This design comes from an exercise in tuning for small area, a short achievable clock period and few clock cycles per item on the open sky130 flow, not from production work. The RTL was checked by simulation tests, not by an equivalence proof against the original design.

job 3016:
==> flow/design.v (excerpt) <==
module xtea_block_cipher (
  input  wire logic        clk,
  input  wire logic        rst,
  input  wire logic        cfg_valid,
  output logic             cfg_ready,
  input  wire logic [2:0]  cfg_index,
  input  wire logic [31:0] cfg_data,
  input  wire logic        in_valid,
  output logic             in_stall,
  input  wire logic [64:0] in_data,
  output logic             out_valid,
  input  wire logic        out_stall,
  output logic [63:0]      out_data
);
  localparam logic [31:0] DELTA     = 32'h9E37_79B9;
  localparam logic [31:0] NEG_DELTA = 32'h61C8_8647;   
  logic [31:0] key [4];
  logic [6:0]  nrounds;
  logic [31:0] dec_sum;
  logic        init;       
  logic        pre;        
  logic        idle;       
  logic        busy;       
  logic        fin;        
  logic        outv;       
  logic        stall_q;    
  logic        ph;         
  logic [6:0]  cnt;
  logic        func;
  logic [31:0] a, b;
  logic [31:0] s;          
  logic [31:0] sk;         
  wire trigger   = rst || (cfg_valid && cfg_index == 3'd4);
  wire cnt_zero  = (cnt == 7'd0);
  wire n_zero    = (nrounds == 7'd0);
  ...
Settings: LEC_CHECK=0, CAP_MARGIN=20, CORE_MARGIN=2, CORE_UTILIZATION=40, SLEW_MARGIN=20; clock period 12.0 ns.
standard.sh (not shown) runs the stock make flow with config.mk's settings and CLKGATE_MAP_FILE= SYNTH_SCRIPT=/design/flow/synth_recipe.tcl, a recipe that flattens the netlist after the stock synthesis.
==> flow/flow/run.sh <==
#!/bin/bash
set -euo pipefail
bash standard.sh SETUP_SLACK_MARGIN=7.7 \
  "BUFFER_PORTS_ARGS=-buffer_cell sky130_fd_sc_hd__buf_1" \
  "CTS_ARGS=-sink_clustering_enable -repair_clock_nets -dont_use_dummy_load -buf_list {sky130_fd_sc_hd__clkbuf_4 sky130_fd_sc_hd__clkbuf_8}" \
  finish > standard_flow.log 2>&1
Per the final summary, job 3016 finished and its layout is clean on timing, DRC and antenna.
Testbench counts of job 3016, summed over its fixed seeds: cycles 34,616, items 512.
Inputs modified between job 3016 and job 7876:
==> flow/flow/run.sh <==
#!/bin/bash
set -euo pipefail
bash standard.sh SETUP_SLACK_MARGIN=7 \
  "BUFFER_PORTS_ARGS=-buffer_cell sky130_fd_sc_hd__buf_1" \
  "CTS_ARGS=-sink_clustering_enable -repair_clock_nets -dont_use_dummy_load -buf_list {sky130_fd_sc_hd__clkbuf_1 sky130_fd_sc_hd__clkbuf_2}" \
  finish > standard_flow.log 2>&1
[summary]
Going from job 3016 to job 7876, the post-route minimum period was found to have gone up by 0.45 ns.
Between job 3016 and job 7876, number of cells on the worst hold path decreased.
Job 7876 finished every stage and its layout cleared the timing, design-rule and antenna checks.
The sequential share of layout area number comes out higher for job 7876 vs job 3016.
Share of final layout cell area taken by clock buffers and inverters: job 7876 and job 3016 compared, higher one is job 3016
#### Input delta (job 1752 over job 7876)
--- a/flow/flow/run.sh
+++ b/flow/flow/run.sh
@@ -2,3 +2,3 @@
 set -euo pipefail
-bash standard.sh SETUP_SLACK_MARGIN=7 \
+bash standard.sh SETUP_SLACK_MARGIN=8 \
   "BUFFER_PORTS_ARGS=-buffer_cell sky130_fd_sc_hd__buf_1" \
==> results.txt <==
- In the metrics for job 1752 and job 7876, the one carrying the higher layout clock buffer count is job 1752.
- Going from job 7876 to job 1752, the total number of vias was found to have gone up by 748.
- From job 7876 to job 1752 the numbers moved as follows: met1 demand-to-capacity share in global routing rose by 3.5 points.
- Job 1752 vs job 7876, post-route cell area went up by about 10%.
- Lower count of buffers not belonging to the clock network in the layout was reported by job 7876, not job 1752.
- | area of combinational cells with multiple inputs | lower: job 7876 |
- No run among job 1752 and job 7876 stopped early or left any final violation; all are clean.

========
## maple
xtea_block_cipher, a different RTL version from the one above (not shown whole).
For scale: roughly 1700 cells after synthesis, about 170 I/O pins.
clock: 12.0 ns
lec_check: 0
cap_margin: 20
core_margin: 2
core_utilization: 30
place_density: 0.5
slew_margin: 20
==> flow/flow/run.sh <==
#!/bin/bash
set -euo pipefail
bash standard.sh SETUP_SLACK_MARGIN=7 \
  "BUFFER_PORTS_ARGS=-buffer_cell sky130_fd_sc_hd__buf_1" \
  "CTS_ARGS=-sink_clustering_enable -repair_clock_nets -dont_use_dummy_load -buf_list {sky130_fd_sc_hd__clkbuf_4 sky130_fd_sc_hd__clkbuf_8}" \
  finish > standard_flow.log 2>&1
maple: flow completed, timing, DRC and antenna clean
Testbench counts of maple, summed over its fixed seeds: cycles 34,104, items 512.
For fjord, these inputs were changed with respect to maple:
- a change of CORE_UTILIZATION from 30 to 55
- a deleted PLACE_DENSITY that had been 0.5
==> flow/flow/run.sh <==
#!/bin/bash
set -euo pipefail
bash standard.sh SETUP_SLACK_MARGIN=7 \
  "BUFFER_PORTS_ARGS=-buffer_cell sky130_fd_sc_hd__buf_1" \
  "CTS_ARGS=-sink_clustering_enable -repair_clock_nets -dont_use_dummy_load -buf_list {sky130_fd_sc_hd__clkbuf_2 sky130_fd_sc_hd__clkbuf_4}" \
  finish > standard_flow.log 2>&1
### Flow results
The more densely filled core belongs to fjord, not maple. fjord does better than maple on post-placement setup slack. Diff maple -> fjord: portion of the clock cycle consumed by the worst path in the final layout -0.21 points, via count +368, summed area of non-filler cells in the final layout -about 1.8%, first-iteration DRC count -5.1%.
Here is what was changed in the inputs of zinc compared with fjord.
- CORE_UTILIZATION: 55 -> 40
==> flow/flow/run.sh <==
#!/bin/bash
set -euo pipefail
bash standard.sh SETUP_SLACK_MARGIN=7 \
  "BUFFER_PORTS_ARGS=-buffer_cell sky130_fd_sc_hd__buf_1" \
  "CTS_ARGS=-sink_clustering_enable -repair_clock_nets -dont_use_dummy_load -buf_list {sky130_fd_sc_hd__clkbuf_4 sky130_fd_sc_hd__clkbuf_8}" \
  finish > standard_flow.log 2>&1
Results
| final wirelength | zinc vs fjord | worse |
| worst slack after detailed placement | lower: zinc |
The higher layout overhead on the synthesized area of fjord and zinc is in zinc.
Reported for fjord and zinc, hold-fix buffer count after cts turned out identical to the last digit.
Changes observed in zinc relative to fjord: worst path buffer plus inverter count picked up an extra 2; clock period minus worst slack -0.034 ns.
[inputs] cedar vs zinc
==> flow/flow/run.sh <==
#!/bin/bash
set -euo pipefail
bash standard.sh SETUP_SLACK_MARGIN=7 \
  "BUFFER_PORTS_ARGS=-buffer_cell sky130_fd_sc_hd__buf_1" \
  "CTS_ARGS=-sink_clustering_enable -repair_clock_nets -dont_use_dummy_load -buf_list {sky130_fd_sc_hd__clkbuf_2 sky130_fd_sc_hd__clkbuf_4}" \
  finish > standard_flow.log 2>&1
Results
zinc and cedar ended up with roughly the same wire length.
[compare] base=zinc new=cedar: post-route core utilization now sits lower, setup slack of the critical path after layout increased by 0.0078 ns relative to the old numbers.
~same clock transition at the registers of the reported paths in zinc and cedar
Compared to zinc, cedar has via count 192 higher.

afterwards: timing with drivers on the ports:
In the flow no input, the clock included, has a driving cell. The finished layouts below were timed again as built, in two steps.
Step 1 assumes that a clkbuf_16 drives the clock port and a buf_2 every other input.
Step 2 adds t to the input delays and takes it off the output delays; t is the mean of the earliest and latest rising clock arrival at the registers after step 1. Input paths then give back, and output paths get back, about the clock's delay inside the block.
Slacks: no drivers / after step 1 / after step 2; pairs: no drivers / after step 1.
run	shift t [ns]	setup slack, ns	latest minus earliest clock arrival (ns)
job 3016	0.627	7.669 / 7.669 / 7.393	0.028 / 0.028
job 7876	0.899	7.218 / 7.218 / 7.218	0.125 / 0.125
job 1752	0.991	7.675 / 7.675 / 7.089	0.086 / 0.087
maple	0.676	6.980 / 6.980 / 6.980	0.071 / 0.071
fjord	0.812	7.005 / 7.005 / 7.005	0.062 / 0.062
zinc	0.662	7.040 / 7.040 / 7.040	0.059 / 0.059
cedar	0.830	7.047 / 7.047 / 7.047	0.079 / 0.078
After both steps setup and hold are still met in every run listed. For job 1752, which loses most, drivers alone change the setup slack by 0.000 ns; drivers and shift together by -0.586 ns.
